From an optimization exercise on the open Yosys and OpenROAD flow, aimed at small area, a short achievable clock period and few clock cycles per item; shortcuts taken in it are not production practice.
Where RTL was checked, it was by simulation tests only, not by an equivalence proof against the original.
Only the layout flow was run in runs 1 to 5; the RTL was not checked for function there.
Power and IR drop assume default switching activity.

## flow/run.sh

```bash
#!/bin/bash
# synth_recipe.tcl (not shown) runs the flow's synth.tcl, then flattens the netlist and writes it again
# the make line also repeats each setting of config.mk as NAME=value (left out here)
make -C /OpenROAD-flow-scripts/flow DESIGN_CONFIG=/design/flow/config.mk WORK_HOME=/design/flow/orfs CLKGATE_MAP_FILE= SYNTH_SCRIPT=/design/flow/synth_recipe.tcl finish
```

## flow/config.mk

```make
export PLATFORM = sky130hd
export DESIGN_NAME = zone_map_range_pruner
export DESIGN_NICKNAME = zone_map_range_pruner
export VERILOG_FILES = /design/flow/design.v
export SDC_FILE = /design/flow/constraint.sdc
export NUM_CORES = 4
export LEC_CHECK = 0
export CAP_MARGIN = 20
export CORE_MARGIN = 2
export CORE_UTILIZATION = 40
export SLEW_MARGIN = 20
```

## flow/constraint.sdc

```tcl
create_clock -name core_clock -period 5.0 [get_ports {clk}]
set_input_delay 1.0000 -clock core_clock [delete_from_list [all_inputs] [get_ports {clk}]]
set_output_delay 1.0000 -clock core_clock [all_outputs]
set_load 0.01 [all_outputs]
```

## flow/design.v

```verilog
`timescale 1ns / 1ps
package zmrp_pkg;
  localparam int KEY_BITS = 64;
  localparam int KEY_W    = 64;
  localparam int PAGE_W   = 32;
  localparam int RCNT_W   = 32;
  localparam int PSUM_W   = 48;
  localparam int REASON_W = 3;
  localparam int DATA_W    = 64;
  localparam int ADDR_W    = 6;
  localparam int REG_IDX_W = 3;
  localparam int QUEUE_DEPTH = 2;
  localparam int QPTR_W      = $clog2(QUEUE_DEPTH);
  localparam int QCNT_W      = $clog2(QUEUE_DEPTH + 1);
  localparam logic [REASON_W-1:0] REASON_PRUNED       = 3'd0;
  localparam logic [REASON_W-1:0] REASON_NO_VERSION   = 3'd1;
  localparam logic [REASON_W-1:0] REASON_NO_SECURITY  = 3'd2;
  localparam logic [REASON_W-1:0] REASON_META_MISSING = 3'd3;
  localparam logic [REASON_W-1:0] REASON_STALE        = 3'd4;
  localparam logic [REASON_W-1:0] REASON_INCOMPATIBLE = 3'd5;
  localparam logic [REASON_W-1:0] REASON_NO_BOUNDS    = 3'd6;
  localparam logic [REASON_W-1:0] REASON_NO_PROOF     = 3'd7;
  localparam logic [REG_IDX_W-1:0] REG_LOWER_KEY    = 3'd0;
  localparam logic [REG_IDX_W-1:0] REG_UPPER_KEY    = 3'd1;
  localparam logic [REG_IDX_W-1:0] REG_LOWER_EN     = 3'd2;
  localparam logic [REG_IDX_W-1:0] REG_UPPER_EN     = 3'd3;
  localparam logic [REG_IDX_W-1:0] REG_LOWER_INCL   = 3'd4;
  localparam logic [REG_IDX_W-1:0] REG_UPPER_INCL   = 3'd5;
  localparam logic [REG_IDX_W-1:0] REG_VERSION_PLAN = 3'd6;
  localparam logic [REG_IDX_W-1:0] REG_SECURE_PLAN  = 3'd7;
  typedef struct packed {
    logic [KEY_W-1:0] lower_bound_key;
    logic [KEY_W-1:0] upper_bound_key;
    logic             lower_enable;
    logic             upper_enable;
    logic             lower_incl;
    logic             upper_incl;
    logic             version_recheck_planned;
    logic             security_recheck_planned;
  } cfg_t;
  typedef struct packed {
    logic                pruned;
    logic [REASON_W-1:0] reason_code;
    logic [PAGE_W-1:0]   page_span;
  } cls_t;
endpackage
`timescale 1ns / 1ps
import zmrp_pkg::*;
module zmrp_front (
  input  logic [zmrp_pkg::KEY_W-1:0]    ranges_range_min_key,
  input  logic [zmrp_pkg::KEY_W-1:0]    ranges_range_max_key,
  input  logic                          ranges_min_known,
  input  logic                          ranges_max_known,
  input  logic                          ranges_min_incl,
  input  logic                          ranges_max_incl,
  input  logic                          ranges_type_conflict,
  input  logic                          ranges_meta_present,
  input  logic                          ranges_meta_current,
  input  logic                          ranges_pred_compatible,
  input  zmrp_pkg::cfg_t                cfg,
  output logic                          pruned,
  output logic [zmrp_pkg::REASON_W-1:0] reason_code
);
  function automatic logic lt_or_tie(input logic [KEY_W-1:0] a,
                                     input logic [KEY_W-1:0] b,
                                     input logic             tie);
    logic [KEY_W-1:0] g;
    logic [KEY_W-1:0] p;
    g = b & ~a;
    p = b | ~a;
    for (int s = 1; s < KEY_W; s = s * 2) begin
      for (int i = 0; i < KEY_W; i = i + 2 * s) begin
        g[i+2*s-1] = g[i+2*s-1] | (p[i+2*s-1] & g[i+s-1]);
        p[i+2*s-1] = p[i+2*s-1] & p[i+s-1];
      end
    end
    lt_or_tie = g[KEY_W-1] | (p[KEY_W-1] & tie);
  endfunction
  logic below_lower;
  logic above_upper;
  logic excluded;
  assign below_lower = lt_or_tie(ranges_range_max_key, cfg.lower_bound_key,
                                 !ranges_max_incl || !cfg.lower_incl);
  assign above_upper = lt_or_tie(cfg.upper_bound_key, ranges_range_min_key,
                                 !ranges_min_incl || !cfg.upper_incl);
  assign excluded    = (cfg.lower_enable && below_lower) ||
                       (cfg.upper_enable && above_upper);
  always_comb begin
    pruned = 1'b0;
    if (!cfg.version_recheck_planned) begin
      reason_code = REASON_NO_VERSION;
    end else if (!cfg.security_recheck_planned) begin
      reason_code = REASON_NO_SECURITY;
    end else if (!ranges_meta_present) begin
      reason_code = REASON_META_MISSING;
    end else if (!ranges_meta_current) begin
      reason_code = REASON_STALE;
    end else if (!ranges_pred_compatible) begin
      reason_code = REASON_INCOMPATIBLE;
    end else if (!ranges_min_known || !ranges_max_known) begin
      reason_code = REASON_NO_BOUNDS;
    end else if (!ranges_type_conflict && excluded) begin
      pruned      = 1'b1;
      reason_code = REASON_PRUNED;
    end else begin
      reason_code = REASON_NO_PROOF;
    end
  end
endmodule
`timescale 1ns / 1ps
`timescale 1ns / 1ps
import zmrp_pkg::*;
module zmrp_back (
  input  logic                          clk,
  input  logic                          rst,
  input  logic                          ranges_valid,
  output logic                          ranges_ready,
  input  logic                          cls_pruned,
  input  logic [zmrp_pkg::REASON_W-1:0] cls_reason,
  input  logic [zmrp_pkg::PAGE_W-1:0]   page_span,
  output logic                          results_valid,
  input  logic                          results_ready,
  output logic                          results_pruned,
  output logic [zmrp_pkg::REASON_W-1:0] results_reason_code,
  output logic [zmrp_pkg::RCNT_W-1:0]   results_ranges_pruned_total,
  output logic [zmrp_pkg::RCNT_W-1:0]   results_ranges_scanned_total,
  output logic [zmrp_pkg::PSUM_W-1:0]   results_pages_pruned_total,
  output logic [zmrp_pkg::PSUM_W-1:0]   results_pages_scanned_total,
  output logic                          results_any_pruned_flag
);
  logic                out_valid;
  logic                pruned;
  logic [REASON_W-1:0] reason_code;
  logic [RCNT_W-1:0]   pruned_range_count;
  logic [RCNT_W-1:0]   scanned_range_count;
  logic [PSUM_W-1:0]   pruned_page_sum;
  logic [PSUM_W-1:0]   scanned_page_sum;
  logic                seen_prune;
  logic                accept;
  logic [RCNT_W-1:0]   pruned_count_next;
  logic [RCNT_W-1:0]   scanned_count_next;
  logic [PSUM_W:0]     pruned_sum_wide;
  logic [PSUM_W:0]     scanned_sum_wide;
  logic [PSUM_W-1:0]   pruned_sum_next;
  logic [PSUM_W-1:0]   scanned_sum_next;
  assign ranges_ready = !out_valid || results_ready;
  assign accept       = ranges_valid && ranges_ready;
  always_comb begin
    pruned_count_next  = (pruned_range_count == '1) ? pruned_range_count
                                                    : pruned_range_count + 1'b1;
    scanned_count_next = (scanned_range_count == '1) ? scanned_range_count
                                                     : scanned_range_count + 1'b1;
    pruned_sum_wide    = {1'b0, pruned_page_sum} +
                         {{(PSUM_W + 1 - PAGE_W){1'b0}}, page_span};
    scanned_sum_wide   = {1'b0, scanned_page_sum} +
                         {{(PSUM_W + 1 - PAGE_W){1'b0}}, page_span};
    pruned_sum_next    = pruned_sum_wide[PSUM_W] ? '1 : pruned_sum_wide[PSUM_W-1:0];
    scanned_sum_next   = scanned_sum_wide[PSUM_W] ? '1 : scanned_sum_wide[PSUM_W-1:0];
  end
  always_ff @(posedge clk) begin
    if (rst) begin
      out_valid           <= 1'b0;
      pruned_range_count  <= '0;
      scanned_range_count <= '0;
      pruned_page_sum     <= '0;
      scanned_page_sum    <= '0;
      seen_prune          <= 1'b0;
    end else begin
      if (ranges_ready) begin
        out_valid <= ranges_valid;
      end
      if (accept) begin
        if (cls_pruned) begin
          pruned_range_count <= pruned_count_next;
          pruned_page_sum    <= pruned_sum_next;
          seen_prune         <= 1'b1;
        end else begin
          scanned_range_count <= scanned_count_next;
          scanned_page_sum    <= scanned_sum_next;
        end
      end
    end
  end
  always_ff @(posedge clk) begin
    if (accept) begin
      pruned      <= cls_pruned;
      reason_code <= cls_reason;
    end
  end
  assign results_valid                = out_valid;
  assign results_pruned               = pruned;
  assign results_reason_code          = reason_code;
  assign results_ranges_pruned_total  = pruned_range_count;
  assign results_ranges_scanned_total = scanned_range_count;
  assign results_pages_pruned_total   = pruned_page_sum;
  assign results_pages_scanned_total  = scanned_page_sum;
  assign results_any_pruned_flag      = seen_prune;
endmodule
`timescale 1ns / 1ps
import zmrp_pkg::*;
module zone_map_range_pruner (
  input  logic                          clk,
  input  logic                          rst,
  input  logic                          psel,
  input  logic                          penable,
  input  logic                          pwrite,
  input  logic [zmrp_pkg::ADDR_W-1:0]   paddr,
  input  logic [zmrp_pkg::DATA_W-1:0]   pwdata,
  output logic [zmrp_pkg::DATA_W-1:0]   prdata,
  output logic                          pready,
  input  logic                          ranges_valid,
  output logic                          ranges_ready,
  input  logic [zmrp_pkg::KEY_W-1:0]    ranges_range_min_key,
  input  logic [zmrp_pkg::KEY_W-1:0]    ranges_range_max_key,
  input  logic                          ranges_min_known,
  input  logic                          ranges_max_known,
  input  logic                          ranges_min_incl,
  input  logic                          ranges_max_incl,
  input  logic                          ranges_type_conflict,
  input  logic                          ranges_meta_present,
  input  logic                          ranges_meta_current,
  input  logic                          ranges_pred_compatible,
  input  logic [zmrp_pkg::PAGE_W-1:0]   ranges_page_span,
  output logic                          results_valid,
  input  logic                          results_ready,
  output logic                          results_pruned,
  output logic [zmrp_pkg::REASON_W-1:0] results_reason_code,
  output logic [zmrp_pkg::RCNT_W-1:0]   results_ranges_pruned_total,
  output logic [zmrp_pkg::RCNT_W-1:0]   results_ranges_scanned_total,
  output logic [zmrp_pkg::PSUM_W-1:0]   results_pages_pruned_total,
  output logic [zmrp_pkg::PSUM_W-1:0]   results_pages_scanned_total,
  output logic                          results_any_pruned_flag
);
  zmrp_pkg::cfg_t       cfg;
  logic                 cfg_wr;
  logic [REG_IDX_W-1:0] reg_idx;
  logic [REG_IDX_W-1:0] rd_idx;
  logic                 cls_pruned;
  logic [REASON_W-1:0]  cls_reason;
  assign pready  = 1'b1;
  assign cfg_wr  = psel && penable && pwrite;
  assign reg_idx = paddr[ADDR_W-1:3];
  always_ff @(posedge clk) begin
    if (rst) begin
      cfg <= '0;
    end else if (cfg_wr) begin
      case (reg_idx)
        REG_LOWER_KEY:    cfg.lower_bound_key          <= pwdata[KEY_W-1:0];
        REG_UPPER_KEY:    cfg.upper_bound_key          <= pwdata[KEY_W-1:0];
        REG_LOWER_EN:     cfg.lower_enable             <= pwdata[0];
        REG_UPPER_EN:     cfg.upper_enable             <= pwdata[0];
        REG_LOWER_INCL:   cfg.lower_incl               <= pwdata[0];
        REG_UPPER_INCL:   cfg.upper_incl               <= pwdata[0];
        REG_VERSION_PLAN: cfg.version_recheck_planned  <= pwdata[0];
        REG_SECURE_PLAN:  cfg.security_recheck_planned <= pwdata[0];
        default:          cfg                          <= cfg;
      endcase
    end
  end
  always_ff @(posedge clk) begin
    rd_idx <= reg_idx;
  end
  always_comb begin
    case (rd_idx)
      REG_LOWER_KEY:    prdata = DATA_W'(cfg.lower_bound_key);
      REG_UPPER_KEY:    prdata = DATA_W'(cfg.upper_bound_key);
      REG_LOWER_EN:     prdata = {{(DATA_W-1){1'b0}}, cfg.lower_enable};
      REG_UPPER_EN:     prdata = {{(DATA_W-1){1'b0}}, cfg.upper_enable};
      REG_LOWER_INCL:   prdata = {{(DATA_W-1){1'b0}}, cfg.lower_incl};
      REG_UPPER_INCL:   prdata = {{(DATA_W-1){1'b0}}, cfg.upper_incl};
      REG_VERSION_PLAN: prdata = {{(DATA_W-1){1'b0}}, cfg.version_recheck_planned};
      REG_SECURE_PLAN:  prdata = {{(DATA_W-1){1'b0}}, cfg.security_recheck_planned};
      default:          prdata = '0;
    endcase
  end
  zmrp_front u_front (
    .ranges_range_min_key   (ranges_range_min_key),
    .ranges_range_max_key   (ranges_range_max_key),
    .ranges_min_known       (ranges_min_known),
    .ranges_max_known       (ranges_max_known),
    .ranges_min_incl        (ranges_min_incl),
    .ranges_max_incl        (ranges_max_incl),
    .ranges_type_conflict   (ranges_type_conflict),
    .ranges_meta_present    (ranges_meta_present),
    .ranges_meta_current    (ranges_meta_current),
    .ranges_pred_compatible (ranges_pred_compatible),
    .cfg                    (cfg),
    .pruned                 (cls_pruned),
    .reason_code            (cls_reason)
  );
  zmrp_back u_back (
    .clk                          (clk),
    .rst                          (rst),
    .ranges_valid                 (ranges_valid),
    .ranges_ready                 (ranges_ready),
    .cls_pruned                   (cls_pruned),
    .cls_reason                   (cls_reason),
    .page_span                    (ranges_page_span),
    .results_valid                (results_valid),
    .results_ready                (results_ready),
    .results_pruned               (results_pruned),
    .results_reason_code          (results_reason_code),
    .results_ranges_pruned_total  (results_ranges_pruned_total),
    .results_ranges_scanned_total (results_ranges_scanned_total),
    .results_pages_pruned_total   (results_pages_pruned_total),
    .results_pages_scanned_total  (results_pages_scanned_total),
    .results_any_pruned_flag      (results_any_pruned_flag)
  );
endmodule
```

==> results.py, run 1 <==
metrics = {
    "run_status": {
        "status": "finished clean",
    },
    "clock_network": {
        "clock-sinks": 303,
        "root_buffer": "clkbuf_16",
        "htreeDepth": 2,
        "cts_resized": 0,
        "cts_buffers": 38,
        "clkTransAtPathRegs_ns": 0.06,
        "ctsHoldBuffers": 0,
        "cts_setup_buffers": 0,
        "clk_latency_ns": 0.56,
        "tritoncts": "done",
        "clock_path_buffers": 3,
    },
    "worst_setup_path": {
        "cp.required_ns": 5.47,
        "crit_fanout": 17,
        "reg2regPathDepth": 14,
        "endpoint": "u_back.pruned_page_sum[41]",
        "endpoint_kind": "flip-flop",
        "start_kind": "input pin",
        "r2r-start": "cfg[76]",
        "r2r_slack_ns": 0.78,
        "r2r_end": "u_back.pruned_page_sum[41]",
        "crit_start": "ranges_range_max_key[6]",
        "path_class": "input pin to flip-flop",
        "arrival_ns": 5.27,
    },
    "synthesis": {
        "yosysSeqAreaShare": 0.3403,
        "ys_ff_latch": 303,
        "synth_top_family_by_area": "compound AO/OA/AOI/OAI gates",
        "synth_cells": 2311,
        "async_flop_share": 0,
        "synth_cell_types": 83,
        "synth_most_common_cell": "nand2_1",
        "synth-compound-area-share": 0.2508,
        "synthXorXnorAreaFrac": 0.04833,
        "synth_area_leaders": "dfxtp_1 (33%), nand2_1 (7.1%), a21oi_1 (6.0%), ha_1 (4.6%), nor2_1 (3.2%)",
        "syn_avg_cell_area_sq_um": 7.763,
        "yosysTopAreaCell": "dfxtp_1",
        "yosys-mux-area-fraction": 0.01248,
        "syn_nets": 2624,
        "synth_edf_count": 4,
        "syn_area_sq_um": 17940,
        "yosysTopAreaCellShare": 0.3336,
        "yosys.area_share.simple": 0.2410,
        "ys_top_cells_by_count": "nand2_1 (338), dfxtp_1 (299), a21oi_1 (216)",
        "synth_ff_type": "dfxtp_1",
        "synth_fa_ha_area_frac": 0.05328,
        "yosysWarnings": 3,
    },
    "floorplan": {
        "initial_core_util": 0.4057,
        "die-area_sq_um": 46560,
        "io_pins": 477,
        "rows": 77,
        "die_height_um": 215.8,
        "die_w_um": 215.8,
        "core_sq_um": 44220,
    },
    "routing": {
        "finalWirelength_mm": 69.19,
        "num_vias": 19143,
        "drt-wirelength-per-cell_um": 20.26,
        "firstDrtPassIters": 6,
        "routed_via_density": 5.606,
        "first_iter_violations": 1685,
        "drc_errors": 0,
        "ant_nets": 0,
    },
    "global_route": {
        "antenna_found_initial": 9,
        "grt_use_total": 0.2841,
        "top_usage_layer": "met2",
        "met3_usage": 0.08414,
        "grt_start_max_net_pins": 164,
        "grt_use_met2": 0.4599,
        "grt_pass1_wl_mm": 104.8,
        "met1_usage": 0.3597,
        "gr-total-overflow": 0,
        "grt_pass1_vias": 18089,
    },
    "timing": {
        "fmax_mhz": 208.4,
        "slew-limit-headroom": 0.3991,
        "post-route-min-period_ns": 4.798,
        "finalSetupViolations": 0,
        "final_hold_viol_count": 0,
        "worst_slew_pin_slew_ns": 0.9014,
        "slew_violations": 0,
        "finalClockSkew_ns": 0.02125,
        "finalCritPeriodShare": 0.9596,
        "rsz0062_at_grt": "false",
        "setup_ws_ns": 0.2018,
    },
    "final_layout": {
        "synthToLayoutAreaGrowth_pct": 39.91,
        "finalNetCount": 3097,
        "layout-drive-gt1-share": 0.06610,
        "fin_area_sq_um": 25100,
    },
    "pwr": {
        "p_int_mw": 4.894,
        "power_switching_mw": 1.648,
        "leakagePower_nw": 9.437,
        "power.share.clock": 0.470,
        "peakVddDrop_mv": 0.2370,
        "swShare": 0.2519,
        "combPwrFrac": 0.146,
        "pwr_density_cell_nw_per_um2": 260.6,
        "sequentialPowerShare": 0.384,
    },
    "place": {
        "place_ws_ns": -0.3937,
        "portBuffers": 472,
        "place.gp.congestion": 0.9320,
        "placed_cell_area_sq_um": 23670,
        "place_hpwl_mm": 50.33,
    },
    "hold_path": {
        "hold_path.class": "flip-flop to flip-flop",
    },
    "run": {
        "maxCapViolCount": 0,
    },
}
worst min-delay path by stage:
stage                            from           endpoint  slack (ns)  cells after the start
global route                  cfg[83]            cfg[83]        0.50                      2
finish                        cfg[79]            cfg[79]        0.47                      2
CTS                           cfg[79]            cfg[79]        0.47                      2
global placement    u_back.seen_prune  u_back.seen_prune        0.45                      2
floorplan                    cfg[100]           cfg[100]        0.45                      2
detailed placement            cfg[79]            cfg[79]        0.47                      2
kinds of logic (layout without fill, tap and decap cells):
group                      count (synthesis)  count (layout)
AOI/OAI and AO/OA                        674             674
xor gates and xnor gates                  99              99
adders and majority gates                 77              77
buffers and inverters                    245             748
DFF                                      303             303
muxes                                     20              20
other                                      1              10
and+or+nand+nor                          892             892
registers in the layout, indices dropped and copies added (netlist names):
| name | cells |
|---|---|
| u_back.seen_prune | 1 |
| u_back.scanned_range_count | 32 |
| u_back.scanned_page_sum | 48 |
| u_back.pruned_range_count | 32 |
| rd_idx | 3 |
| cfg | 134 |
| u_back.out_valid | 1 |
| u_back.reason_code | 3 |
| u_back.pruned | 1 |
| u_back.pruned_page_sum | 48 |
routing by layer:
| layer | up-vias | routed length, um |
|---|---|---|
| met5 | - | 26 |
| met4 | 4 | 2174 |
| met3 | 102 | 6021 |
| met2 | 647 | 31740 |
| met1 | 9052 | 29230 |
| li1 | 9338 | - |
area by class of cell:
cell class	count	area [sq um]
Fill cell	4100	19120
Multi-Input combinational cell	1763	10930
Sequential cell	303	6106
Timing Repair Buffer	549	5419
Clock buffer	58	1190
Tap cell	592	740.7
Inverter	129	484.2
Clock inverter	12	210.2
Antenna cell	9	22.52
placed cells by master, fill, tap and decap left out, types with 64 or more instances in the layout:
master           netlist  routed
a21oi_1              216     216
nor2_1               153     152
dfxtp_1              299     299
buf_4                  3      68
ha_1                  66      66
inv_1                126     126
o21ai_0               92      92
clkdlybuf4s50_1        0     471
a22o_1                64      64
nand2_1              338     337
worst max-delay path: stages:
cell,delay [ns]
clkdlybuf4s50_1,0.43
nor2b_1,0.16
a2111oi_0,0.68
buf_4,0.22
nand4_1,0.15
or4_1,0.57
a31oi_1,0.22
a2111oi_0,0.12
a2111o_1,0.50
buf_4,0.17
a21oi_4,0.15
buf_12,0.17
nand3_1,0.20
or3_1,0.38
a21oi_1,0.14
stage by stage:
step                      instances  setup TNS (ns)    util  hold slack [ns]  total power, mW
after global placement         3336          -22.50  0.5353           0.4527            3.494
after CTS                      3406               0  0.5670           0.4741            6.599
after global routing           3413               0  0.5675           0.4983            6.794
final                          3415               0  0.5676           0.4732            6.541
after detailed placement       3336          -31.00  0.5353           0.4663            3.502
after floorplan                2311               0       -           0.4490            3.047
power by group through the flow:
| stage | clock network, mW | registers (mW) | logic (mW) |
|---|---|---|---|
| after CTS | 3.14 | 2.51 | 0.950 |
| after detailed placement | 0 | 2.56 | 0.938 |
| after global routing | 3.24 | 2.52 | 1.04 |
| after global placement | 0 | 2.56 | 0.932 |
| final | 3.08 | 2.51 | 0.955 |
| after floorplan | 0 | 2.57 | 0.482 |
==> inputs of run 2 (changes only) <==
==> flow/flow/run.sh (new file) <==
#!/bin/bash
# Standard ORFS layout, with the port buffers made of the smallest plain
# buffer instead of the delay buffer buffer_ports picks by itself.
set -euo pipefail
bash standard.sh "BUFFER_PORTS_ARGS=-buffer_cell sky130_fd_sc_hd__buf_1" finish > standard_flow.log 2>&1
==> flow/standard.sh (new file) <==
#!/bin/bash
# synth_recipe.tcl (not shown) runs the flow's synth.tcl, then flattens the netlist and writes it again
# the make line also repeats each setting of config.mk as NAME=value (left out here)
make -C /OpenROAD-flow-scripts/flow DESIGN_CONFIG=/design/flow/config.mk WORK_HOME=/design/flow/orfs CLKGATE_MAP_FILE= SYNTH_SCRIPT=/design/flow/synth_recipe.tcl "${@:-finish}"
removed: flow/run.sh
==> run 2 against run 1 <==
  * Combinational power fell by 19%
  * Sequential share of layout area rose by 3.8 points
  * Worst hold slack got worse by 0.0027 ns
  * Sequential cell count did not move
  * Register-to-register slack barely moved
  * Global-route usage fell by 2.1 points
  * Die area did not move
  * Power fell by 7.5%
  * Clock skew rose by 0.0011 ns
  * Largest cell class unchanged
==> results.py, run 2 <==
metrics = {
    "worst_setup_path": {
        "critical_path.top_delay_family": "compound AO/OA/AOI/OAI gates",
        "start_kind": "input pin",
        "path_buf_inv": 4,
        "path_common_cell": "buf_4",
        "endpoint_kind": "flip-flop",
        "arrival_ns": 4.88,
        "path_class": "input pin to flip-flop",
        "slowest_stage": "or4_1",
        "crit_fanout": 17,
        "cpPeakStageDelay_ns": 0.57,
        "cp.required_ns": 5.45,
        "crit_chain": "buf_1 > nor2b_1 > a2111oi_0 > buf_4 > nand4_1 > or4_1 > a31oi_1 > a2111oi_0 > a2111o_1 > a21o_1 > buf_4 > nand2_2 > buf_4 > o311ai_0 > o41ai_1",
    },
    "timing": {
        "fmax_mhz": 225.8,
        "slew_violations": 0,
        "finalSetupViolations": 0,
        "finalClockSkew_ns": 0.02231,
        "hold_ws_ns": 0.4705,
        "rsz0062_at_grt": "false",
        "final_hold_viol_count": 0,
        "finalCritPeriodShare": 0.8856,
        "post-route-min-period_ns": 4.428,
        "worst_slew_pin_slew_ns": 1.060,
        "tns_ns": 0,
        "slew-limit-headroom": 0.2914,
    },
    "final_layout": {
        "layout-drive-gt1-share": 0.05540,
        "synthToLayoutAreaGrowth_pct": 21.10,
        "finalNetCount": 3065,
        "mostFrequentLayoutCells": "buf_1 (471), nand2_1 (337), dfxtp_1 (299)",
        "layout_commonest_cell": "buf_1",
        "largest_reg_flops": 134,
        "fillCellCount": 4430,
        "top_register": "cfg",
        "largestRegisters": "cfg (134), u_back.pruned_page_sum (48), u_back.scanned_page_sum (48)",
        "stdcell_count": 3379,
    },
    "floorplan": {
        "io_pins": 477,
        "die_height_um": 215.8,
        "rows": 77,
        "die_w_um": 215.8,
        "core_sq_um": 44220,
        "die-area_sq_um": 46560,
        "initial_core_util": 0.4057,
    },
    "routing": {
        "ant_nets": 0,
        "routed_via_density": 5.679,
        "drt-wirelength-per-cell_um": 18.94,
        "drc_errors": 0,
        "num_vias": 19190,
        "finalWirelength_mm": 64.00,
        "first_iter_violations": 1448,
        "firstDrtPassIters": 6,
    },
    "pwr": {
        "pwr_density_cell_nw_per_um2": 278.5,
        "peakVddDrop_mv": 0.1838,
        "finalPower_mw": 6.051,
        "leakagePower_nw": 8.019,
    },
    "synthesis": {
        "syn_area_sq_um": 17940,
        "synth_area_leaders": "dfxtp_1 (33%), nand2_1 (7.1%), a21oi_1 (6.0%), ha_1 (4.6%), nor2_1 (3.2%)",
        "yosysTopAreaCell": "dfxtp_1",
        "synth_cells": 2311,
        "synth-compound-area-share": 0.2508,
        "ys_top_cells_by_count": "nand2_1 (338), dfxtp_1 (299), a21oi_1 (216)",
        "synth_ff_type": "dfxtp_1",
        "yosysSeqAreaShare": 0.3403,
        "synth_top_family_by_area": "compound AO/OA/AOI/OAI gates",
        "synth_most_common_cell": "nand2_1",
        "syn_nets": 2624,
        "yosys-mux-area-fraction": 0.01248,
        "yosys.area_share.simple": 0.2410,
        "synthXorXnorAreaFrac": 0.04833,
        "async_flop_share": 0,
        "synth_cell_types": 83,
        "yosysWarnings": 3,
        "syn_avg_cell_area_sq_um": 7.763,
        "yosysTopAreaCellShare": 0.3336,
        "ys_ff_latch": 303,
        "synth_fa_ha_area_frac": 0.05328,
        "synth_edf_count": 4,
    },
    "clock_network": {
        "tritoncts": "done",
        "cts_buffers": 38,
        "root_buffer": "clkbuf_16",
        "cts_resized": 0,
        "ctsHoldBuffers": 0,
        "clk_latency_ns": 0.56,
        "clkTransAtPathRegs_ns": 0.06,
        "htreeDepth": 2,
        "clock_path_buffers": 3,
        "clock-sinks": 303,
        "cts_setup_buffers": 0,
    },
    "place": {
        "portBuffers": 472,
        "place_hpwl_mm": 47.49,
        "place.gp.congestion": 0.9431,
        "dp_cells": 3304,
    },
    "global_route": {
        "grt_start_max_net_pins": 188,
        "antenna_found_initial": 5,
        "grt_use_total": 0.2628,
        "gr-total-overflow": 0,
        "grt_pass1_wl_mm": 98.90,
        "grt_pass1_vias": 17982,
    },
    "run_status": {
        "status": "finished clean",
    },
    "run": {
        "maxCapViolCount": 0,
    },
    "hold_path": {
        "hold_path.class": "flip-flop to flip-flop",
    },
}
-- run 2: cell counts after synthesis --
No cell type changed its count.
-- run 2: worst min-delay path, cell delays in order, from the launching register on --
cell     delay, ns
dfxtp_1       0.32
nand2_1       0.05
a21oi_1       0.05
-- run 2: path summary, 6_finish.rpt --
| path | from | end | slack [ns] | cells after the start |
|---|---|---|---|---|
| max | ranges_range_max_key[6] | u_back.scanned_range_count[14] | 0.57 | 15 |
| min | cfg[90] | cfg[90] | 0.47 | 2 |
| min reg2reg | cfg[90] | cfg[90] | 0.47 | 2 |
| max reg2reg | cfg[76] | u_back.scanned_range_count[14] | 0.78 | 14 |
-- run 2: kinds of logic (layout without fill, tap and decap cells) --
| group | count (synthesis) | in the layout |
|---|---|---|
| and+or+nand+nor | 892 | 892 |
| AOI/OAI and AO/OA | 674 | 674 |
| DFF | 303 | 303 |
| buffers and inverters | 245 | 714 |
| xor gates and xnor gates | 99 | 99 |
| adders and majority gates | 77 | 77 |
| muxes | 20 | 20 |
| other | 1 | 8 |
-- run 2: final cells by class --
| cell class | count | area, sq um | share of cell area |
|---|---|---|---|
| Multi-Input combinational cell | 1763 | 10930 | 0.5030 |
| Sequential cell | 303 | 6106 | 0.2810 |
| Timing Repair Buffer | 517 | 2188 | 0.1007 |
| Clock buffer | 55 | 1146 | 0.05275 |
| Tap cell | 592 | 740.7 | 0.03409 |
| Inverter | 129 | 484.2 | 0.02229 |
| Clock inverter | 13 | 115.1 | 0.005298 |
| Antenna cell | 7 | 17.52 | 0.0008063 |
-- run 2: through the flow --
| stage | utilization | instance area (sq um) | worst slack (ns) |
|---|---|---|---|
| detailed placement | 0.4624 | 20450 | 0.04762 |
| finish | 0.4913 | 21730 | 0.5718 |
| floorplan | - | 17940 | 1.109 |
| global placement | 0.4623 | 20440 | 0.005795 |
| global route | 0.4910 | 21710 | 0.4254 |
| CTS | 0.4909 | 21710 | 0.6162 |
-- run 2: where the power goes --
| group | switching (mW) | internal (mW) | leakage [nW] | total [mW] |
|---|---|---|---|---|
| combinational | 0.474 | 0.299 | 4.93 | 0.773 |
| sequential | 0.0442 | 2.46 | 2.46 | 2.51 |
| clock | 1.12 | 1.65 | 0.629 | 2.77 |
| total | 1.64 | 4.41 | 8.02 | 6.05 |
-- run 2: per-layer routing --
layer	GRT usage	routed length, um
met5	0	27
met4	0.1113	2358
met3	0.06075	5281
met2	0.4309	29420
met1	0.3310	26900
==> inputs of run 3 (changes only) <==
--- a/flow/config.mk
+++ b/flow/config.mk
@@ -8,4 +8,5 @@
 export CAP_MARGIN = 20
 export CORE_MARGIN = 2
 export CORE_UTILIZATION = 40
+export SETUP_SLACK_MARGIN = 2.0
 export SLEW_MARGIN = 20
==> run 3 against run 2 <==
  * Still clean
  * Global-route usage up 2.2 points
  * Clock skew up 0.0063 ns
  * Maximum frequency up 22%
  * Sequential cell count unchanged
  * Clock power down 2%
  * Cell count up 2.8%
  * Critical path type unchanged
  * Largest cell class unchanged
==> results.py, run 3 <==
metrics = {
    "run_status": {
        "status": "finished clean",
    },
    "timing": {
        "slew-limit-headroom": 0.1224,
        "finalSetupViolations": 0,
        "finalClockSkew_ns": 0.02859,
        "post-route-min-period_ns": 3.639,
        "fmax_mhz": 274.8,
        "final_hold_viol_count": 0,
        "finalCritPeriodShare": 0.7278,
        "worst_slew_pin_slew_ns": 1.313,
        "rsz0062_at_grt": "true",
        "slew_violations": 0,
        "tns_ns": 0,
    },
    "synthesis": {
        "synth_most_common_cell": "nand2_1",
        "syn_avg_cell_area_sq_um": 7.763,
        "synth_cells": 2311,
        "synth_cell_types": 83,
        "ys_top_cells_by_count": "nand2_1 (338), dfxtp_1 (299), a21oi_1 (216)",
        "synth_edf_count": 4,
        "yosysTopAreaCell": "dfxtp_1",
        "yosysTopAreaCellShare": 0.3336,
        "ys_ff_latch": 303,
        "syn_area_sq_um": 17940,
        "async_flop_share": 0,
        "syn_nets": 2624,
        "yosysWarnings": 3,
        "synth_area_leaders": "dfxtp_1 (33%), nand2_1 (7.1%), a21oi_1 (6.0%), ha_1 (4.6%), nor2_1 (3.2%)",
        "synth_ff_type": "dfxtp_1",
        "yosysSeqAreaShare": 0.3403,
    },
    "global_route": {
        "antenna_found_initial": 3,
        "grt_start_max_net_pins": 87,
        "grt_pass1_wl_mm": 106.0,
        "grt_pass1_vias": 19055,
        "grt_use_total": 0.2847,
        "gr-total-overflow": 0,
    },
    "clock_network": {
        "clk_latency_ns": 0.56,
        "root_buffer": "clkbuf_16",
        "ctsHoldBuffers": 0,
        "clkTransAtPathRegs_ns": 0.06,
        "clock_path_buffers": 3,
        "cts_buffers": 37,
        "htreeDepth": 2,
        "tritoncts": "done",
        "clock-sinks": 303,
    },
    "routing": {
        "drc_errors": 0,
        "drt-wirelength-per-cell_um": 20.51,
        "num_vias": 20273,
        "first_iter_violations": 1723,
        "finalWirelength_mm": 71.26,
        "firstDrtPassIters": 8,
        "routed_via_density": 5.834,
        "ant_nets": 0,
    },
    "hold_path": {
        "hold_path.class": "flip-flop to flip-flop",
    },
    "worst_setup_path": {
        "cp.required_ns": 5.45,
        "crit_fanout": 8,
        "arrival_ns": 4.09,
        "endpoint_kind": "flip-flop",
        "path_class": "input pin to flip-flop",
        "start_kind": "input pin",
    },
    "pwr": {
        "peakVddDrop_mv": 0.2707,
        "leakagePower_nw": 9.154,
        "pwr_density_cell_nw_per_um2": 245.5,
    },
    "floorplan": {
        "rows": 77,
        "io_pins": 477,
        "core_sq_um": 44220,
        "die_height_um": 215.8,
        "initial_core_util": 0.4057,
        "die-area_sq_um": 46560,
        "die_w_um": 215.8,
    },
    "final_layout": {
        "layout-drive-gt1-share": 0.1747,
        "stdcell_count": 3475,
        "largestRegisters": "cfg (134), u_back.pruned_page_sum (48), u_back.scanned_page_sum (48)",
        "synthToLayoutAreaGrowth_pct": 40.68,
        "largest_reg_flops": 134,
        "top_register": "cfg",
        "mostFrequentLayoutCells": "buf_1 (451), nand2_1 (331), dfxtp_1 (296)",
        "layout_commonest_cell": "buf_1",
        "fin_util": 0.5708,
        "finalNetCount": 3167,
        "fillCellCount": 3988,
    },
    "place": {
        "place.gp.congestion": 0.9346,
        "dp_cells": 3285,
        "place_hpwl_mm": 47.34,
        "portBuffers": 472,
    },
    "run": {
        "maxCapViolCount": 0,
    },
}
run 3: kinds of logic after synthesis:
logic type / after synthesis / synth area share
compound gates: 674 / 0.2508
xor+xnor: 99 / 0.04833
fa+ha+maj: 77 / 0.05328
buf+inv: 245 / 0.05363
flops: 303 / 0.3403
mux: 20 / 0.01248
other cells: 1 / 0.0002090
simple gates: 892 / 0.2410
run 3: final timing paths:
check                                start                              to  slack, ns  cells past startpoint
setup / recovery  ranges_range_max_key[19]  u_back.scanned_range_count[21]       1.36                     14
hold reg to reg                    cfg[78]                         cfg[78]       0.48                      2
setup reg to reg                    cfg[2]  u_back.scanned_range_count[29]       1.45                     15
hold / removal                     cfg[78]                         cfg[78]       0.48                      2
run 3: per-layer routing:
layer | wire, um | global-route usage | vias to the layer above
met5 | 14 | 0 | -
met4 | 2639 | 0.1205 | 2
met3 | 5917 | 0.06089 | 149
met2 | 33770 | 0.4793 | 864
met1 | 28920 | 0.3511 | 9763
li1 | - | - | 9495
run 3: layout make-up:
class | instances | area, sq um | area share
Tap cell | 592 | 740.7 | 0.02935
Timing Repair Buffer | 616 | 4003 | 0.1586
Timing Repair inverter | 1 | 8.758 | 0.0003470
Inverter | 129 | 491.7 | 0.01948
Antenna cell | 3 | 7.507 | 0.0002974
Clock inverter | 9 | 97.59 | 0.003867
Multi-Input combinational cell | 1766 | 12660 | 0.5016
Clock buffer | 56 | 1117 | 0.04427
Sequential cell | 303 | 6112 | 0.2422
run 3: stage by stage:
step           power (mW)  worst slack, ns  hold slack (ns)  instance area, sq um
3_5_place_dp        3.323           0.2864           0.4626                 20520
5_1_grt             6.428            1.301           0.4944                 25240
6_report            6.195            1.361           0.4771                 25240
3_3_place_gp        3.311           0.3562           0.4544                 20520
4_1_cts             6.150            1.359           0.4735                 23890
2_1_floorplan       3.064            1.379           0.4490                 18340
run 3: critical path, cell delays in order:
cell	delay, ns
buf_6	0.09
a222oi_1	0.37
o21ai_1	0.16
or4_4	0.55
a31oi_4	0.21
a2111oi_4	0.09
a2111o_1	0.50
a21o_4	0.29
buf_6	0.12
buf_6	0.12
nand2_8	0.10
buf_12	0.14
nor3_2	0.05
mux2_4	0.29
run 3: power by group:
group | switching [mW] | leakage, nW | internal [mW]
Clock | 1.11 | 0.603 | 1.60
Combinational | 0.568 | 6.09 | 0.404
Sequential | 0.0524 | 2.46 | 2.46
run 3: timing repair:
| action | 4_1_cts | 5_1_grt |
|---|---|---|
| endpoints found under the setup margin | 229 | 198 |
| setup buffers | 55 | 35 |
| pin swaps | 73 | 83 |
| gates resized for setup | 254 | 195 |
| gates cloned | 30 | 1 |
==> inputs of run 4 (changes only) <==
--- a/flow/config.mk
+++ b/flow/config.mk
@@ -8,5 +8,5 @@
 export CAP_MARGIN = 20
 export CORE_MARGIN = 2
 export CORE_UTILIZATION = 40
-export SETUP_SLACK_MARGIN = 2.0
+export SETUP_SLACK_MARGIN = 1.2
 export SLEW_MARGIN = 20
==> run 4 against run 3 <==
  * Global-route usage is 2.2 points lower
  * Sequential power is essentially flat
  * Synthesized cell count stayed put
  * Worst hold slack lost 0.0028 ns
  * Via count decreased by 5.1%
  * First-iteration DRC count fell by 13%
  * Critical path type unchanged
  * Critical endpoint is now u_back.scanned_page_sum[1]
==> results.py, run 4 <==
metrics = {
    "synthesis": {
        "synth_top_family_by_area": "compound AO/OA/AOI/OAI gates",
        "syn_area_sq_um": 17940,
        "synth_edf_count": 4,
        "synthXorXnorAreaFrac": 0.04833,
        "yosysTopAreaCellShare": 0.3336,
        "yosys.area_share.simple": 0.2410,
        "syn_nets": 2624,
        "yosysTopAreaCell": "dfxtp_1",
        "synth_ff_type": "dfxtp_1",
        "synth_cell_types": 83,
        "async_flop_share": 0,
        "synth_fa_ha_area_frac": 0.05328,
        "synth_most_common_cell": "nand2_1",
        "syn_avg_cell_area_sq_um": 7.763,
        "ys_top_cells_by_count": "nand2_1 (338), dfxtp_1 (299), a21oi_1 (216)",
        "synth_area_leaders": "dfxtp_1 (33%), nand2_1 (7.1%), a21oi_1 (6.0%), ha_1 (4.6%), nor2_1 (3.2%)",
        "synth_cells": 2311,
        "yosysSeqAreaShare": 0.3403,
        "yosys-mux-area-fraction": 0.01248,
        "synth-compound-area-share": 0.2508,
        "ys_ff_latch": 303,
        "yosysWarnings": 3,
    },
    "global_route": {
        "grt_use_total": 0.2628,
        "gr-total-overflow": 0,
        "met3_usage": 0.06131,
        "met1_usage": 0.3186,
        "grt_pass1_wl_mm": 98.85,
        "grt_start_max_net_pins": 195,
        "grt_use_met2": 0.4451,
        "top_usage_layer": "met2",
        "antenna_found_initial": 2,
        "grt_pass1_vias": 18203,
    },
    "timing": {
        "finalCritPeriodShare": 0.7657,
        "post-route-min-period_ns": 3.829,
        "finalSetupViolations": 0,
        "slew-limit-headroom": 0.2592,
        "rsz0062_at_grt": "true",
        "worst_slew_pin_slew_ns": 1.103,
        "final_hold_viol_count": 0,
        "setup_ws_ns": 1.171,
        "tns_ns": 0,
        "slew_violations": 0,
        "finalClockSkew_ns": 0.02372,
        "fmax_mhz": 261.2,
    },
    "final_layout": {
        "mostFrequentLayoutCells": "buf_1 (470), nand2_1 (336), dfxtp_1 (299)",
        "layout-drive-gt1-share": 0.07299,
        "largest_reg_flops": 134,
        "stdcell_count": 3396,
        "finalNetCount": 3080,
        "synthToLayoutAreaGrowth_pct": 23.73,
        "top_register": "cfg",
        "fin_util": 0.5020,
        "largestRegisters": "cfg (134), u_back.pruned_page_sum (48), u_back.scanned_page_sum (48)",
        "layout_commonest_cell": "buf_1",
    },
    "place": {
        "portBuffers": 472,
        "dp_cells": 3298,
        "place_hpwl_mm": 47.07,
        "place.gp.congestion": 0.9538,
        "place_ws_ns": 0.2004,
    },
    "worst_setup_path": {
        "r2r-start": "cfg[85]",
        "crit_start": "ranges_range_max_key[5]",
        "crit_fanout": 21,
        "r2r_slack_ns": 1.32,
        "endpoint": "u_back.scanned_page_sum[1]",
        "cp.required_ns": 5.45,
        "start_kind": "input pin",
        "reg2regPathDepth": 14,
        "path_class": "input pin to flip-flop",
        "r2r_end": "u_back.scanned_page_sum[1]",
        "endpoint_kind": "flip-flop",
        "arrival_ns": 4.28,
    },
    "clock_network": {
        "clkTransAtPathRegs_ns": 0.06,
        "htreeDepth": 2,
        "tritoncts": "done",
        "clock_path_buffers": 3,
        "root_buffer": "clkbuf_16",
        "cts_buffers": 38,
        "clk_latency_ns": 0.57,
        "clock-sinks": 303,
    },
    "routing": {
        "ant_nets": 0,
        "routed_via_density": 5.666,
        "drc_errors": 0,
        "num_vias": 19243,
        "finalWirelength_mm": 65.24,
        "drt-wirelength-per-cell_um": 19.21,
        "first_iter_violations": 1492,
        "firstDrtPassIters": 5,
    },
    "pwr": {
        "peakVddDrop_mv": 0.2409,
        "pwr_density_cell_nw_per_um2": 268.5,
        "finalPower_mw": 5.960,
        "leakagePower_nw": 8.139,
    },
    "hold_path": {
        "hold_path.class": "flip-flop to flip-flop",
    },
    "floorplan": {
        "die_w_um": 215.8,
        "core_sq_um": 44220,
        "initial_core_util": 0.4057,
        "io_pins": 477,
        "die_height_um": 215.8,
        "rows": 77,
        "die-area_sq_um": 46560,
    },
    "run": {
        "maxCapViolCount": 0,
    },
    "run_status": {
        "status": "finished clean",
    },
}
[run 4: cell counts after synthesis]
No cell type changed its count.
[run 4: cell type report]
class	count	area (sq um)
tap	592	740.7
fill	4406	22020
multi-input combinational	1764	11240
timing repair buffer	531	2430
clock inverter	13	108.9
inverter	129	486.7
antenna	9	22.52
clock buffer	55	1065
sequential	303	6106
[run 4: per-stage QoR]
step / instance area, sq um / hold slack [ns]
after floorplan: 17950 / 0.4490
after global placement: 20370 / 0.4527
after detailed placement: 20380 / 0.4618
after CTS: 21740 / 0.4756
after global routing: 22180 / 0.4853
final: 22200 / 0.4743
[run 4: how the worst min path moves through the flow]
stage | startpoint | cells after the start | to
2_1_floorplan | cfg[100] | 2 | cfg[100]
4_1_cts | cfg[60] | 2 | cfg[60]
3_5_place_dp | u_back.seen_prune | 2 | u_back.seen_prune
5_1_grt | cfg[83] | 2 | cfg[83]
3_3_place_gp | u_back.seen_prune | 2 | u_back.seen_prune
6_report | u_back.seen_prune | 2 | u_back.seen_prune
[run 4: what timing repair did]
item                                    4_1_cts  5_1_grt
hold buffers                                  0        0
cloned                                        0        5
resized for setup                            25       55
endpoints found under the setup margin      158      138
setup buffers                                 8        8
pin swaps                                     9       18
[run 4: metal layers]
| layer | routed length (um) | vias to the layer above |
|---|---|---|
| met5 | 13 | - |
| met4 | 2424 | 2 |
| met3 | 5218 | 145 |
| met2 | 30750 | 682 |
| met1 | 26830 | 9123 |
| li1 | - | 9291 |
[run 4: where the power goes]
group | switching (mW) | leakage [nW] | internal [mW]
clock | 1.12 | 0.584 | 1.54
combinational | 0.482 | 5.10 | 0.312
sequential | 0.0456 | 2.46 | 2.46
total | 1.65 | 8.14 | 4.31
[run 4: logic make-up (layout without fill, tap and decap cells)]
family                     count (synthesis)  after routing
buffers and inverters                    245            728
xor gates and xnor gates                  99             99
adders and majority gates                 77             77
AOI/OAI and AO/OA                        674            674
muxes                                     20             20
other                                      1             10
DFF                                      303            303
and+or+nand+nor                          892            893
[run 4: worst max-delay path: stages]
cell,delay (ns)
buf_1,0.08
nor2b_2,0.17
a2111oi_4,0.37
nand4_1,0.19
or4_4,0.53
a31oi_4,0.20
a2111oi_4,0.06
a2111o_1,0.46
a21o_1,0.29
inv_4,0.12
buf_12,0.14
nor2_4,0.04
buf_12,0.15
clkbuf_16,0.19
a311oi_1,0.24
==> inputs of run 5 (changes only) <==
==> flow/flow/run.sh (replaced) <==
#!/bin/bash
# Layout flow: the standard synthesis, then the combinational logic is
# mapped again by ABC for delay (the registers stay as the standard synthesis
# made them, with the same names and cells), then the standard ORFS layout
# with the port buffers made of plain buf_1 cells.
set -euo pipefail
WORK=$(pwd)
R=$WORK/orfs/results/sky130hd/zone_map_range_pruner/base
PORTBUF="BUFFER_PORTS_ARGS=-buffer_cell sky130_fd_sc_hd__buf_1"
DELAY_PS=$(cat flow/abc_delay_ps)

# 1. standard synthesis, up to the Yosys netlist
bash standard.sh "$PORTBUF" "$R/1_2_yosys.v" > standard_synth.log 2>&1
cp "$R/1_2_yosys.v" "$R/1_2_yosys_standard.v"

# 2. map the combinational logic again, registers kept as they are
LIB=$FLOW_HOME/platforms/sky130hd/lib/sky130_fd_sc_hd__tt_025C_1v80.lib
SEQ=$(grep -oE 'cell \("?sky130_fd_sc_hd__(df|edf|sdf|dl|sdl|ebuf|einv|lpflow|conb)[a-z0-9_]*' "$LIB" \
      | sed 's/cell ("\{0,1\}//' | sort -u | tr '\n' ' ')
DONT=$(grep -oE 'sky130_fd_sc_hd__[a-z0-9_]+' "$FLOW_HOME/platforms/sky130hd/config.mk" \
       | sort -u | sed 's/^/-dont_use /' | tr '\n' ' ')
cat > resynth.ys <<EOS
read_liberty -ignore_miss_func $LIB
blackbox $SEQ
read_verilog $R/1_2_yosys_standard.v
hierarchy -top $FLOW_TOP
flatten
opt_clean
abc -liberty $LIB $DONT -script +strash;dch,-f;map,-D,$DELAY_PS;topo;buffer,-p;upsize,-D,$DELAY_PS;dnsize,-D,$DELAY_PS
opt_clean -purge
hilomap -singleton -hicell sky130_fd_sc_hd__conb_1 HI -locell sky130_fd_sc_hd__conb_1 LO
splitnets
opt_clean -purge
insbuf -buf sky130_fd_sc_hd__buf_4 A X
select $FLOW_TOP
write_verilog -noattr -noexpr -nohex -nodec -selected $R/1_2_yosys.v
select -clear
stat -liberty $LIB
EOS
yosys -s resynth.ys > resynth.log 2>&1
touch "$R/1_2_yosys.v"

# 3. the standard layout from the new netlist
bash standard.sh "$PORTBUF" finish > standard_layout.log 2>&1
==> flow/flow/abc_delay_ps (new file) <==
1500
--- a/flow/config.mk
+++ b/flow/config.mk
@@ -8,5 +8,4 @@
 export CAP_MARGIN = 20
 export CORE_MARGIN = 2
 export CORE_UTILIZATION = 40
-export SETUP_SLACK_MARGIN = 1.2
 export SLEW_MARGIN = 20
==> run 5 against run 4 <==
  * Clock skew decreased by 0.0094 ns
  * Cell count up 11%
  * Power up 1.1%
  * Largest cell class unchanged
  * Combinational power down 4.3%
  * Clock power increased by 3%
  * Critical endpoint is now u_back.pruned_page_sum[41]
  * First-iteration DRC count increased by 9.3%
==> results.py, run 5 <==
metrics = {
    "run_status": {
        "status": "finished clean",
    },
    "worst_setup_path": {
        "crit_fanout": 38,
        "start_kind": "input pin",
        "endpoint_kind": "flip-flop",
        "cp.required_ns": 5.43,
        "crit_start": "ranges_range_min_key[46]",
        "path_class": "input pin to flip-flop",
        "r2r_slack_ns": 1.24,
        "r2r-start": "cfg[48]",
        "arrival_ns": 4.35,
    },
    "final_layout": {
        "finalNetCount": 3359,
        "mostFrequentLayoutCells": "buf_1 (471), inv_1 (383), nand2_1 (354)",
        "layout_commonest_cell": "buf_1",
        "layout-drive-gt1-share": 0.05409,
        "synthToLayoutAreaGrowth_pct": 12.08,
        "top_register": "cfg",
        "largest_reg_flops": 134,
        "fillCellCount": 5051,
        "largestRegisters": "cfg (134), u_back.pruned_page_sum (48), u_back.scanned_page_sum (48)",
    },
    "clock_network": {
        "ctsHoldBuffers": 0,
        "clock_path_buffers": 3,
        "clk_latency_ns": 0.55,
        "clock-sinks": 303,
        "root_buffer": "clkbuf_16",
        "cts_buffers": 38,
        "cts_resized": 0,
        "htreeDepth": 2,
        "clkTransAtPathRegs_ns": 0.06,
        "tritoncts": "done",
        "cts_setup_buffers": 0,
    },
    "timing": {
        "finalCritPeriodShare": 0.7834,
        "rsz0062_at_grt": "false",
        "post-route-min-period_ns": 3.917,
        "slew-limit-headroom": 0.3592,
        "fmax_mhz": 255.3,
        "tns_ns": 0,
        "slew_violations": 0,
        "finalClockSkew_ns": 0.01435,
        "hold_ws_ns": 0.4717,
        "worst_slew_pin_slew_ns": 0.9612,
        "final_hold_viol_count": 0,
        "finalSetupViolations": 0,
    },
    "global_route": {
        "grt_start_max_net_pins": 102,
        "met1_usage": 0.3241,
        "met3_usage": 0.07349,
        "antenna_found_initial": 23,
        "grt_pass1_wl_mm": 104.2,
        "grt_use_total": 0.2639,
        "grt_use_met2": 0.4357,
        "grt_pass1_vias": 18711,
        "top_usage_layer": "met2",
        "gr-total-overflow": 0,
    },
    "pwr": {
        "power_switching_mw": 1.662,
        "combPwrFrac": 0.126,
        "swShare": 0.2759,
        "peakVddDrop_mv": 0.1950,
        "pwr_density_cell_nw_per_um2": 279.2,
        "leakagePower_nw": 8.241,
        "p_int_mw": 4.362,
        "sequentialPowerShare": 0.417,
        "power.share.clock": 0.457,
    },
    "floorplan": {
        "core_sq_um": 47650,
        "die_height_um": 223.4,
        "initial_core_util": 0.4040,
        "die_w_um": 223.4,
        "rows": 80,
        "io_pins": 477,
        "die-area_sq_um": 49890,
    },
    "routing": {
        "num_vias": 20724,
        "drc_errors": 0,
        "ant_nets": 0,
        "drt-wirelength-per-cell_um": 18.37,
        "firstDrtPassIters": 5,
        "routed_via_density": 5.487,
        "finalWirelength_mm": 69.40,
        "first_iter_violations": 1631,
    },
    "place": {
        "place_hpwl_mm": 52.70,
        "portBuffers": 472,
        "place.gp.congestion": 0.9466,
    },
    "hold_path": {
        "min-delay-start": "cfg[130]",
        "hold_path.class": "flip-flop to flip-flop",
    },
    "run": {
        "maxCapViolCount": 0,
    },
    "synthesis": {
        "syn_nets": 3082,
        "syn_avg_cell_area_sq_um": 6.785,
        "synth_cells": 2837,
        "yosysWarnings": 3,
        "syn_area_sq_um": 19250,
    },
}
## run 5: cell count changes in the layout (fill, tap and decap cells not counted), sizes merged, moves of 58 or more
cell	previous run	this run
o22ai	22	80
o21ai	93	298
a22o	64	1
nor2b	60	0
nand3	54	147
inv	130	404
a21oi	217	282
nor2	153	251
ha	66	0
## run 5: power by group through the flow
stage | Combinational [mW] | Sequential [mW] | Clock [mW]
2_1_floorplan | 0.516 | 2.55 | 0
3_3_place_gp | 0.737 | 2.56 | 0
3_5_place_dp | 0.750 | 2.56 | 0
4_1_cts | 0.754 | 2.51 | 2.81
5_1_grt | 0.849 | 2.52 | 2.92
6_report | 0.760 | 2.51 | 2.75
## run 5: layout make-up
type | count | area (sq um) | area share
clock buffer | 61 | 1201 | 0.05567
inverter | 405 | 1529 | 0.07087
tap | 615 | 769.5 | 0.03567
clock inverter | 8 | 40.04 | 0.001856
sequential | 303 | 6106 | 0.2830
antenna | 19 | 47.55 | 0.002204
timing repair buffer | 490 | 1933 | 0.08960
multi-input combinational | 1876 | 9948 | 0.4611
## run 5: worst max-delay path, cell delays in order
cell and delay, ns:
buf_1 0.13, o22ai_1 0.11, a21oi_1 0.11, o21ai_0 0.13, nor3_2 0.19, o2111ai_1 0.26, nor2_1 0.37, o211ai_1 0.26
nand4_1 0.23, nand4_2 0.27, nand2_2 0.20, buf_4 0.43, nand3_1 0.26, o311a_1 0.39
## run 5: metrics by stage
step	worst slack, ns	utilization	power, mW	cell area, sq um	instances
5_1_grt	0.7574	0.4524	6.282	21550	3769
3_5_place_dp	0.5444	0.4258	3.313	20290	3689
3_3_place_gp	0.5532	0.4258	3.298	20290	3689
4_1_cts	1.117	0.4518	6.073	21530	3758
2_1_floorplan	2.073	-	3.068	19250	2837
6_report	1.083	0.4528	6.025	21570	3777
## run 5: final timing paths
check                               end  cells past startpoint
min reg2reg                    cfg[130]                      2
max          u_back.pruned_page_sum[41]                     14
max reg2reg  u_back.pruned_page_sum[41]                     14
min                            cfg[130]                      2
## run 5: layer usage
| layer | part of all wire | vias to the layer above |
|---|---|---|
| met2 | 0.47 | 724 |
| met5 | 0.0011 | - |
| met4 | 0.034 | 12 |
| met3 | 0.078 | 131 |
| li1 | - | 10172 |
| met1 | 0.42 | 9685 |
==> inputs of run 6 (changes only) <==
--- a/flow/design.v
+++ b/flow/design.v
@@ -234,7 +234,7 @@
   zmrp_pkg::cfg_t       cfg;
   logic                 cfg_wr;
   logic [REG_IDX_W-1:0] reg_idx;
-  logic [REG_IDX_W-1:0] rd_idx;
+  logic [7:0]           rd_sel;
   logic                 cls_pruned;
   logic [REASON_W-1:0]  cls_reason;
   assign pready  = 1'b1;
@@ -258,20 +258,18 @@
     end
   end
   always_ff @(posedge clk) begin
-    rd_idx <= reg_idx;
+    rd_sel <= 8'b1 << reg_idx;
   end
   always_comb begin
-    case (rd_idx)
-      REG_LOWER_KEY:    prdata = DATA_W'(cfg.lower_bound_key);
-      REG_UPPER_KEY:    prdata = DATA_W'(cfg.upper_bound_key);
-      REG_LOWER_EN:     prdata = {{(DATA_W-1){1'b0}}, cfg.lower_enable};
-      REG_UPPER_EN:     prdata = {{(DATA_W-1){1'b0}}, cfg.upper_enable};
-      REG_LOWER_INCL:   prdata = {{(DATA_W-1){1'b0}}, cfg.lower_incl};
-      REG_UPPER_INCL:   prdata = {{(DATA_W-1){1'b0}}, cfg.upper_incl};
-      REG_VERSION_PLAN: prdata = {{(DATA_W-1){1'b0}}, cfg.version_recheck_planned};
-      REG_SECURE_PLAN:  prdata = {{(DATA_W-1){1'b0}}, cfg.security_recheck_planned};
-      default:          prdata = '0;
-    endcase
+    prdata    = ({DATA_W{rd_sel[REG_LOWER_KEY]}} & DATA_W'(cfg.lower_bound_key)) |
+                ({DATA_W{rd_sel[REG_UPPER_KEY]}} & DATA_W'(cfg.upper_bound_key));
+    prdata[0] = prdata[0] |
+                (rd_sel[REG_LOWER_EN]     && cfg.lower_enable) |
+                (rd_sel[REG_UPPER_EN]     && cfg.upper_enable) |
+                (rd_sel[REG_LOWER_INCL]   && cfg.lower_incl) |
+                (rd_sel[REG_UPPER_INCL]   && cfg.upper_incl) |
+                (rd_sel[REG_VERSION_PLAN] && cfg.version_recheck_planned) |
+                (rd_sel[REG_SECURE_PLAN]  && cfg.security_recheck_planned);
   end
   zmrp_front u_front (
     .ranges_range_min_key   (ranges_range_min_key),
--- a/flow/config.mk
+++ b/flow/config.mk
@@ -8,4 +8,5 @@
 export CAP_MARGIN = 20
 export CORE_MARGIN = 2
 export CORE_UTILIZATION = 40
+export SETUP_SLACK_MARGIN = 1.5
 export SLEW_MARGIN = 20
==> run 6 against run 5 <==
  * Still clean on timing, DRC and antenna
  * Setup slack better by 0.50 ns
  * Non-clock buffer count is 8 higher
  * Synthesized cell count is 1.8% lower
  * Global-route usage is 0.068 points higher
  * Sequential cell count is 5 higher
  * Clock skew is 0.0019 ns higher
  * Routed wire length is 1.2% lower
  * Largest cell class unchanged
==> results.py, run 6 <==
metrics = {
    "run_status": {
        "status": "finished clean",
    },
    "synthesis": {
        "synth_cells": 2785,
        "syn_avg_cell_area_sq_um": 6.867,
        "yosysWarnings": 3,
        "syn_area_sq_um": 19130,
        "syn_nets": 3030,
    },
    "place": {
        "portBuffers": 472,
        "placed_cell_area_sq_um": 20260,
        "place_hpwl_mm": 51.97,
        "place.gp.congestion": 0.9375,
        "place_ws_ns": 0.5694,
    },
    "routing": {
        "firstDrtPassIters": 6,
        "routed.top_layer": "met5",
        "wl_met3_mm": 5.603,
        "routed_via_density": 5.498,
        "num_vias": 20485,
        "drc_errors": 0,
        "ant_nets": 0,
        "drt-wirelength-per-cell_um": 18.40,
        "finalWirelength_mm": 68.58,
        "dr_wl_met2_mm": 32.14,
        "first_iter_violations": 1294,
        "met1Wirelength_mm": 28.18,
    },
    "floorplan": {
        "die-area_sq_um": 49580,
        "die_w_um": 222.7,
        "initial_core_util": 0.4031,
        "io_pins": 477,
        "core_sq_um": 47450,
        "die_height_um": 222.7,
        "rows": 80,
    },
    "global_route": {
        "grt_pass1_wl_mm": 105.3,
        "gr-total-overflow": 0,
        "grt_use_total": 0.2646,
        "grt_start_max_net_pins": 114,
        "grt_pass1_vias": 19104,
        "antenna_found_initial": 11,
    },
    "timing": {
        "finalSetupViolations": 0,
        "fmax_mhz": 292.8,
        "setup_ws_ns": 1.584,
        "post-route-min-period_ns": 3.416,
        "tns_ns": 0,
        "rsz0062_at_grt": "true",
        "slew-limit-headroom": 0.2492,
        "hold_ws_ns": 0.4634,
        "slew_violations": 0,
        "worst_slew_pin_slew_ns": 1.125,
        "finalCritPeriodShare": 0.6831,
        "final_hold_viol_count": 0,
        "finalClockSkew_ns": 0.01625,
    },
    "worst_setup_path": {
        "crit_chain": "buf_1 > inv_1 > nor2_1 > nor4_4 > and3_4 > nand4_1 > a31oi_4 > o211ai_2 > nand4_4 > nand3_1 > clkinv_1 > nand3_1 > a211oi_1",
        "path_class": "input pin to flip-flop",
        "arrival_ns": 3.87,
        "r2r_slack_ns": 1.83,
        "r2r_end": "u_back.pruned_range_count[11]",
        "cp.required_ns": 5.45,
        "start_kind": "input pin",
        "crit_fanout": 10,
        "endpoint_kind": "flip-flop",
        "path_common_cell": "nand3_1",
        "reg2regPathDepth": 11,
        "slowest_stage": "nor4_4",
        "r2r-start": "cfg[125]",
        "cpPeakStageDelay_ns": 0.41,
    },
    "hold_path": {
        "hold_path.class": "flip-flop to flip-flop",
        "min-delay-start": "u_back.scanned_range_count[15]",
        "min_to": "u_back.scanned_range_count[15]",
        "hold_depth": 2,
    },
    "clock_network": {
        "tritoncts": "done",
        "clock-sinks": 308,
        "clk_latency_ns": 0.55,
        "htreeDepth": 2,
        "root_buffer": "clkbuf_16",
        "clock_path_buffers": 3,
        "clkTransAtPathRegs_ns": 0.06,
        "cts_buffers": 39,
        "ctsHoldBuffers": 0,
    },
    "final_layout": {
        "register_area_sq_um": 6206,
        "layout-drive-gt1-share": 0.07352,
        "multi_input_area_sq_um": 9847,
        "synthToLayoutAreaGrowth_pct": 13.49,
        "largest_reg_flops": 134,
        "top_register": "cfg",
        "layout_commonest_cell": "buf_1",
        "fillCellCount": 5047,
        "finalNetCount": 3322,
        "mostFrequentLayoutCells": "buf_1 (471), inv_1 (376), dfxtp_1 (304)",
        "largestRegisters": "cfg (134), u_back.pruned_page_sum (48), u_back.scanned_page_sum (48)",
        "fin_area_sq_um": 21710,
    },
    "pwr": {
        "pwr_density_cell_nw_per_um2": 279.2,
        "peakVddDrop_mv": 0.1822,
        "leakagePower_nw": 8.029,
        "finalPower_mw": 6.059,
    },
    "run": {
        "maxCapViolCount": 0,
    },
}
run 6: power by group:
group	total, mW	leakage [nW]	switching (mW)	internal, mW
combinational	0.756	4.94	0.502	0.254
sequential	2.55	2.50	0.0441	2.51
clock	2.75	0.593	1.13	1.62
run 6: per-stage QoR:
stage | std cells | utilization
detailed placement | 3642 | 0.4269
finish | 3726 | 0.4575
global placement | 3642 | 0.4269
CTS | 3708 | 0.4530
global route | 3725 | 0.4574
floorplan | 2785 | -
run 6: worst max-delay path by stage:
| stage | to | cells past startpoint | slack [ns] | from |
|---|---|---|---|---|
| floorplan | u_back.scanned_range_count[3] | 14 | 2.04 | ranges_range_min_key[11] |
| global placement | u_back.pruned_range_count[29] | 14 | 0.63 | ranges_range_max_key[55] |
| detailed placement | u_back.pruned_range_count[29] | 14 | 0.57 | ranges_range_max_key[55] |
| CTS | u_back.scanned_range_count[28] | 14 | 1.46 | ranges_range_max_key[53] |
| global route | u_back.scanned_page_sum[40] | 12 | 1.49 | ranges_page_span[13] |
| finish | u_back.pruned_range_count[11] | 13 | 1.58 | ranges_range_max_key[55] |
run 6: cell type report:
type                            count  share of cell area
Antenna cell                       10            0.001153
Clock buffer                       56             0.05067
Clock inverter                      9            0.004554
Inverter                          431             0.07505
Multi-Input combinational cell   1799              0.4537
Sequential cell                   308              0.2859
Tap cell                          615             0.03545
Timing Repair Buffer              498             0.09356
run 6: critical path, delay by kind of cell:
family | cells | cell delay (ns)
buf+inv | 3 | 0.54
simple gates | 7 | 1.63
compound gates | 3 | 0.69
run 6: repair_timing:
action | in CTS | in global routing
setup endpoints to repair | 63 | 152
setup buffers | 1 | 8
gates cloned | 0 | 0
resized for setup | 5 | 25
pin swaps | 1 | 7
run 6: metal layers:
metal  vias to the layer above  global-route usage
met5                         -                   0
met4                         2             0.09937
met3                       148             0.07220
met2                       724              0.4485
met1                      9601              0.3192
li1                      10010                   -
Testbench counts of run 6, summed over its fixed seeds: cycles 16,032, items 16,000.

[afterwards: timing with drivers on the ports]
Ports are ideal in the flow. The routed layouts listed here were re-timed in OpenROAD. Step 1: set_driving_cell puts a clkbuf_16 on clk and a buf_2 on each other input, an assumption about the parent block. Step 2 also shifts input and output timing later by t, the mid clock arrival at the registers, as if the neighbouring blocks saw the same clock. a / b / c = ideal / step 1 / step 2; a / b = the first two.
| run | shift t [ns] | setup slack, ns | pins driven straight from the clock port |
|---|---|---|---|
| run 1 | 0.609 | 0.202 / 0.231 / -0.378 | 1 |
| run 2 | 0.608 | 0.572 / 0.608 / 0.000 | 1 |
| run 3 | 0.609 | 1.361 / 1.380 / 0.772 | 1 |
| run 4 | 0.613 | 1.171 / 1.204 / 0.592 | 1 |
| run 5 | 0.601 | 1.083 / 1.106 / 0.505 | 1 |
| run 6 | 0.603 | 1.584 / 1.536 / 1.018 | 1 |
With both steps, setup timing fails in run 1, where it was met with ideal ports. For run 3, which loses most, drivers alone change the setup slack by +0.019 ns; drivers and shift together by -0.589 ns.
